What follows belongs to an exercise in optimizing a design on an open flow for small area, a short achievable clock period and few clock cycles per item; a production flow would make more cautious choices. RTL that was checked went through simulation tests only; none was proved equivalent to the original. No activity file was given, so power comes from the tool's default toggle rates.

== the reference run ==
==> flow/design.v (excerpt) <==
module two_point_weight_conversion #(
    parameter int SAMPLE_BITS = 16
) (
    input  logic                   clk,
    input  logic                   rst_n,
    input  logic                   cfg_we,
    input  logic [1:0]             cfg_index,
    input  logic [15:0]            cfg_data,
    input  logic                   in_valid,
    output logic                   in_stall,
    input  logic [SAMPLE_BITS-1:0] adc_sample,
    output logic                   out_valid,
    input  logic                   out_stall,
    output logic [31:0]            weight_value,
    output logic                   below_zero,
    output logic                   span_error
);
    logic [13:0] w1_r, w2_r;
    logic [15:0] c1_r, c2_r;
    logic        we_q;
    logic [1:0]  idx_q;
    logic [15:0] dat_q;
    always_ff @(posedge clk)
    begin
        idx_q <= cfg_index;
        dat_q <= cfg_data;
    end
  ...
Size: roughly 950 flip-flops, about 63000 um2 of cells after synthesis.
export LEC_CHECK = 0
export CAP_MARGIN = 20
export CORE_MARGIN = 2
export CORE_UTILIZATION = 40
export SLEW_MARGIN = 20
create_clock -name core_clock -period 10.0 [get_ports {clk}]
standard.sh (not shown) runs the stock make flow with config.mk's settings and CLKGATE_MAP_FILE= SYNTH_SCRIPT=/design/flow/synth_recipe.tcl, a recipe that flattens the netlist after the stock synthesis.
==> flow/flow/run.sh <==
#!/bin/bash
# Standard layout, with timing repair aimed at a setup slack of 6.4 ns.
set -euo pipefail
bash standard.sh SETUP_SLACK_MARGIN=6.4 finish > standard_flow.log 2>&1
test -f out/final.def
Testbench counts of the reference run, summed over its fixed seeds: cycles 11,424, items 9,600.
Edits applied to the flow inputs when going from the reference run to the trial run:
diff --git a/flow/design.v b/flow/design.v
--- a/flow/design.v
+++ b/flow/design.v
@@ -75,12 +75,13 @@
                            S_P = 4'd8, S_W = 4'd9;
     logic [3:0]  st, st_next;
     logic [4:0]  cnt;
     logic        err_r;
     logic [15:0] m_r;       
     logic [15:0] dw_r;      
+    logic [17:0] t3_r;      
     logic        one_r;     
     logic [25:0] dq_r;      
     logic [15:0] e0_r, e1_r, e2_r, rb_r;    
     logic [15:0] hc_r;      
     logic [31:0] kc_r;      
     logic [13:0] ra_r;      
@@ -102,31 +103,34 @@
         case (st)
             S_LOAD: st_next = S_M0;
             S_M0:   st_next = S_M1;
             S_M1:   st_next = S_M2;
             S_M2:   st_next = S_M3;
             S_M3:   st_next = S_AB;
-            S_AB:   st_next = (cnt == 5'd29) ? S_C : S_AB;
-            S_C:    st_next = (cnt == 5'd13) ? S_P : S_C;
+            S_AB:   st_next = (cnt == 5'd25) ? S_P : S_AB;
             S_P:    st_next = S_W;
             S_W:    st_next = (cnt == 5'd9) ? S_IDLE : S_W;
             default: st_next = S_IDLE;
         endcase
         if (we_q)
             st_next = S_LOAD;
     end
-    logic [14:0] ua_trial;
-    logic [16:0] ua_diff;
+    logic [15:0] ua_trial;
+    logic [18:0] ua_e1, ua_e2, ua_e3;
+    logic        ua_q1, ua_q2, ua_q3;
     logic [13:0] ua_rem;
-    assign ua_trial = {ra_r, ma_r[29]};
-    logic        ua_ci;
-    logic [17:0] ua_sum;
-    assign ua_ci    = (st != S_C);
-    assign ua_sum   = {2'b00, ua_trial, ua_ci} + {~{1'b0, dw_r}, ua_ci};
-    assign ua_diff  = ua_sum[17:1];
-    assign ua_rem   = ua_diff[16] ? ua_trial[13:0] : ua_diff[13:0];
+    logic [1:0]  ua_q;
+    assign ua_trial = {ra_r, ma_r[29:28]};
+    assign ua_e1    = {3'b000, ua_trial} - {3'b000, dw_r};
+    assign ua_e2    = {3'b000, ua_trial} - {2'b00, dw_r, 1'b0};
+    assign ua_e3    = {3'b000, ua_trial} - {1'b0, t3_r};
+    assign ua_q1    = !ua_e1[18];
+    assign ua_q2    = !ua_e2[18];
+    assign ua_q3    = !ua_e3[18];
+    assign ua_rem   = ua_q3 ? ua_e3[13:0] : (ua_q2 ? ua_e2[13:0] : (ua_q1 ? ua_e1[13:0] : ua_trial[13:0]));
+    assign ua_q     = {ua_q2, ua_q3 || (ua_q1 && !ua_q2)};
     logic [16:0] ub_trial;
     logic [17:0] ub_diff;
     logic [15:0] ub_rem;
     assign ub_trial = {rb_r, dq_r[25]};
     assign ub_diff  = {1'b0, ub_trial} + ~{2'b00, m_r};
     assign ub_rem   = ub_diff[17] ? ub_trial[15:0] : ub_diff[15:0];
@@ -161,33 +165,40 @@
                 dw_r  <= {2'b00, diff_c[13:0]};
                 m_r   <= am1_c;
                 err_r <= err_c;
                 dq_r  <= {w1_r, 12'd0};
                 kc_r  <= {18'd0, w1_r};
             end
+            S_M0:
+                t3_r <= {2'b00, dw_r} + {1'b0, dw_r, 1'b0};
             S_M3:
             begin
                 ma_r <= kx1[29:0];
                 ra_r <= '0;
                 dq_r <= {dw_r[13:0], 12'd0};
                 rb_r <= '0;
                 cnt  <= 5'd0;
             end
             S_AB:
             begin
-                cnt <= cnt + 5'd1;
-                if (cnt == 5'd29)
+                cnt <= (cnt == 5'd25) ? 5'd0 : cnt + 5'd1;
+                if (cnt == 5'd14)
                 begin
                     ma_r <= {ua_rem, 16'd0};
                     ra_r <= '0;
-                    dw_r <= m_r;
-                    cnt  <= 5'd0;
+                    dw_r <= m_r + 16'd1;
+                    t3_r <= {2'b00, m_r} + {1'b0, m_r, 1'b0} + 18'd3;
                 end
-                else
+                else if (cnt < 5'd14)
                 begin
-                    ma_r <= {ma_r[28:0], 1'b0};
+                    ma_r <= {ma_r[27:0], 2'b00};
+                    ra_r <= ua_rem;
+                end
+                else if (cnt < 5'd22)
+                begin
+                    ma_r <= {ma_r[27:0], ua_q};
                     ra_r <= ua_rem;
                 end
                 if (cnt < 5'd26)
                 begin
                     rb_r <= ub_rem;
                     dq_r <= {dq_r[24:0], ~ub_diff[17]};
@@ -196,18 +207,12 @@
                     e0_r <= ub_rem;
                 if (cnt == 5'd17)
                     e1_r <= ub_rem;
                 if (cnt == 5'd21)
                     e2_r <= ub_rem;
             end
-            S_C:
-            begin
-                cnt  <= (cnt == 5'd13) ? 5'd0 : cnt + 5'd1;
-                ma_r <= {ma_r[28:0], ~ua_diff[16]};
-                ra_r <= ua_rem;
-            end
             S_P:
             begin
                 hc_r  <= {2'b00, ra_r};
                 one_r <= 1'b0;
                 kc_r <= {{17{kc_p[14]}}, kc_p};
                 x_r  <= c1_r;
## What came out
The reported net switching power in the trial run was higher than what the reference run gave. Diff the reference run -> the trial run: effective utilization at floorplan was more or less identical, total power went up by 4.2%, number of clock buffer instances in the layout went down by 3, biggest fanout along the worst timing path went down by 1. Of the reference run and the trial run, the run reporting the lower count of plain and timing-repair buffers was the reference run. On clock network power share: between the reference run and the trial run, it ends up lower for the trial run. In the trial run the post-route worst setup slack turned out 0.019 ns higher than in the reference run. The trial run reports a lower clock tree cell share of total cell area than the reference run does.
No functional check of the RTL was part of the trial run.

* * *

before:
Another version of the RTL of two_point_weight_conversion (not shown whole).
Size: roughly 5400 cells after synthesis, about 930 flip-flops, about 75 I/O pins.
## two_point_weight_conversion
module two_point_weight_conversion #(
    parameter int SAMPLE_BITS = 16
) (
    input  logic                   clk,
    input  logic                   rst_n,
    input  logic                   cfg_we,
    input  logic [1:0]             cfg_index,
    input  logic [15:0]            cfg_data,
    input  logic                   in_valid,
    output logic                   in_stall,
    input  logic [SAMPLE_BITS-1:0] adc_sample,
    output logic                   out_valid,
    input  logic                   out_stall,
    output logic [31:0]            weight_value,
    output logic                   below_zero,
    output logic                   span_error
);
Settings: LEC_CHECK=0, CAP_MARGIN=20, CORE_MARGIN=2, CORE_UTILIZATION=40, SLEW_MARGIN=20; clock period 10.0 ns.
==> flow/flow/run.sh <==
#!/bin/bash
# Standard layout, with timing repair aimed at a setup slack of 6.2 ns.
set -euo pipefail
bash standard.sh SETUP_SLACK_MARGIN=6.2 finish > standard_flow.log 2>&1
test -f out/final.def
Testbench counts of before, summed over its fixed seeds: cycles 11,400, items 9,600.
Modified inputs, after compared to before
--- a/flow/design.v
+++ b/flow/design.v
@@ -743,46 +743,59 @@
     assign tc_72 = (tc_30 & tc_31) | (tc_30 & tp_3[15]) | (tc_31 & tp_3[15]);
     assign tc_73 = tc_32 ^ tc_33 ^ tp_3[16];
     assign tc_74 = (tc_32 & tc_33) | (tc_32 & tp_3[16]) | (tc_33 & tp_3[16]);
     assign tc_75 = tc_34 ^ tc_35 ^ tp_3[17];
     assign tc_76 = (tc_34 & tc_35) | (tc_34 & tp_3[17]) | (tc_35 & tp_3[17]);
     assign tc_77 = tc_36 ^ tc_37 ^ tp_3[18];
     assign tc_78 = (tc_36 & tc_37) | (tc_36 & tp_3[18]) | (tc_37 & tp_3[18]);
     assign tc_79 = tc_38 ^ tc_39 ^ tp_3[19];
     assign tc_80 = (tc_38 & tc_39) | (tc_38 & tp_3[19]) | (tc_39 & tp_3[19]);
     logic [21:0] tb_s, tb_c;
     assign tb_s = {1'b0, tc_80, tc_78, tc_76, tc_74, tc_72, tc_70, tc_68, tc_66, tc_64, tc_62, tc_60, tc_58, tc_56, tc_54, tc_52, tc_50, tc_48, tc_46, tc_44, tc_42, tc_41};
     assign tb_c = {1'b0, tc_40, tc_79, tc_77, tc_75, tc_73, tc_71, tc_69, tc_67, tc_65, tc_63, tc_61, tc_59, tc_57, tc_55, tc_53, tc_51, tc_49, tc_47, tc_45, tc_43, tp_3[0]};
-    logic [21:0] t_sum, t_r;
+    logic [6:0] t_low;
+    logic [15:0] th_s, th_c;
+    logic [5:0] tl_r;
+    logic        tc_r;
     logic [15:0] sc_r;
-    assign t_sum = tb_s + tb_c;
+    assign t_low = {1'b0, tb_s[5:0]} + {1'b0, tb_c[5:0]};
     always_ff @(posedge clk)
     begin
         if (en)
         begin
-            t_r  <= t_sum;
+            th_s <= tb_s[21:6];
+            th_c <= tb_c[21:6];
+            tl_r <= t_low[5:0];
+            tc_r <= t_low[6];
             sc_r <= sb_r;
         end
     end
     logic [17:0] dt_0;
-    assign dt_0 = {1'b0, t_r[21:6], t_r[5]} + an_r;
+    logic [17:0] d0x, d0y, d0s, d0c;
+    assign d0x = {1'b0, th_s, tl_r[5]};
+    assign d0y = {1'b0, th_c, tc_r};
+    assign d0s = d0x ^ d0y ^ an_r;
+    assign d0c = {((d0x[16:0] & d0y[16:0]) | (d0x[16:0] & an_r[16:0]) | (d0y[16:0] & an_r[16:0])), 1'b0};
+    logic [18:0] d0sum;
+    assign d0sum = {d0s, tc_r} + {d0c, tc_r};
+    assign dt_0 = d0sum[18:1];
     logic [16:0] dr_0;
     logic [5:0] dn_0;
     logic [15:0] ds_0;
     always_ff @(posedge clk)
     begin
         if (en)
         begin
             dr_0 <= dt_0[16:0];
-            dn_0 <= {t_r[4:0], ~dt_0[17]};
+            dn_0 <= {tl_r[4:0], ~dt_0[17]};
             ds_0 <= sc_r;
         end
     end
     logic [17:0] dt_1;
     assign dt_1 = {dr_0, dn_0[5]} + (dr_0[16] ? {2'b00, a_r} : an_r);
     logic [16:0] dr_1;
     logic [5:0] dn_1;
     logic [15:0] ds_1;
     always_ff @(posedge clk)
     begin
         if (en)
         begin
==> run notes <==
after finished end to end and its layout was clean on timing, DRC and antenna.
The detailed-route wire length per cell on after is in line with that on before.
after has number of instances in the synthesized netlist below what before had.
Row critical path depth: after higher / before lower
Taking before as the reference point, the final area of after falls by about 0.5%.
Clock period minus worst slack improves in after relative to before.
Share of cell area taken by flip-flops and latches sits higher in after than in before.
Looking only at part of the total power dissipated in the clock network, and setting everything else aside, the higher value of after and before goes to after.
Compared with before, after shows overall via count from detail_route that has gone down slightly.
after and before ended up with nearly the same clock transition time at the flip-flop clock pins of the worst setup and hold paths.
Between after and before, the difference in utilization is negligible.
Setup slack after layout on after is up relative to before.
Summary of after over before: synthesized area has remained practically unchanged, post-placement setup slack decreased 350 ps.
No functional check of the RTL was part of after.

## separate check: timing with driven ports
The flow's constraints put no driver on any port. The routed layouts listed below were extracted and timed again, unchanged, in two steps.
Step 1 (the two cells are an assumption about what drives the block):
set clk [get_ports {clk}]
set_driving_cell -lib_cell sky130_fd_sc_hd__clkbuf_16 $clk
set_driving_cell -lib_cell sky130_fd_sc_hd__buf_2 [delete_from_list [all_inputs] $clk]
Step 2 moves the port delays by t, midway between the first and last clock arrival at a register: inputs arrive t later, outputs are due t later. That takes back most of the time a late clock gives input paths.
Three values: ideal, step 1, step 2; two values: the first two.
| run | t, ns | setup WS [ns] | worst data-port slew with drivers (ns) | pins driven straight from the clock port |
|---|---|---|---|---|
| the reference run | 0.802 | 6.375 / 6.375 / 5.961 | 0.04 | 1 |
| the trial run | 0.837 | 6.394 / 6.387 / 6.133 | 0.05 | 1 |
| before | 0.796 | 6.268 / 6.213 / 5.646 | 0.04 | 1 |
| after | 0.809 | 6.281 / 6.205 / 5.544 | 0.05 | 1 |
After both steps every run listed still meets setup and hold. For after, which loses most, drivers alone change the setup slack by -0.076 ns; drivers and shift together by -0.737 ns.
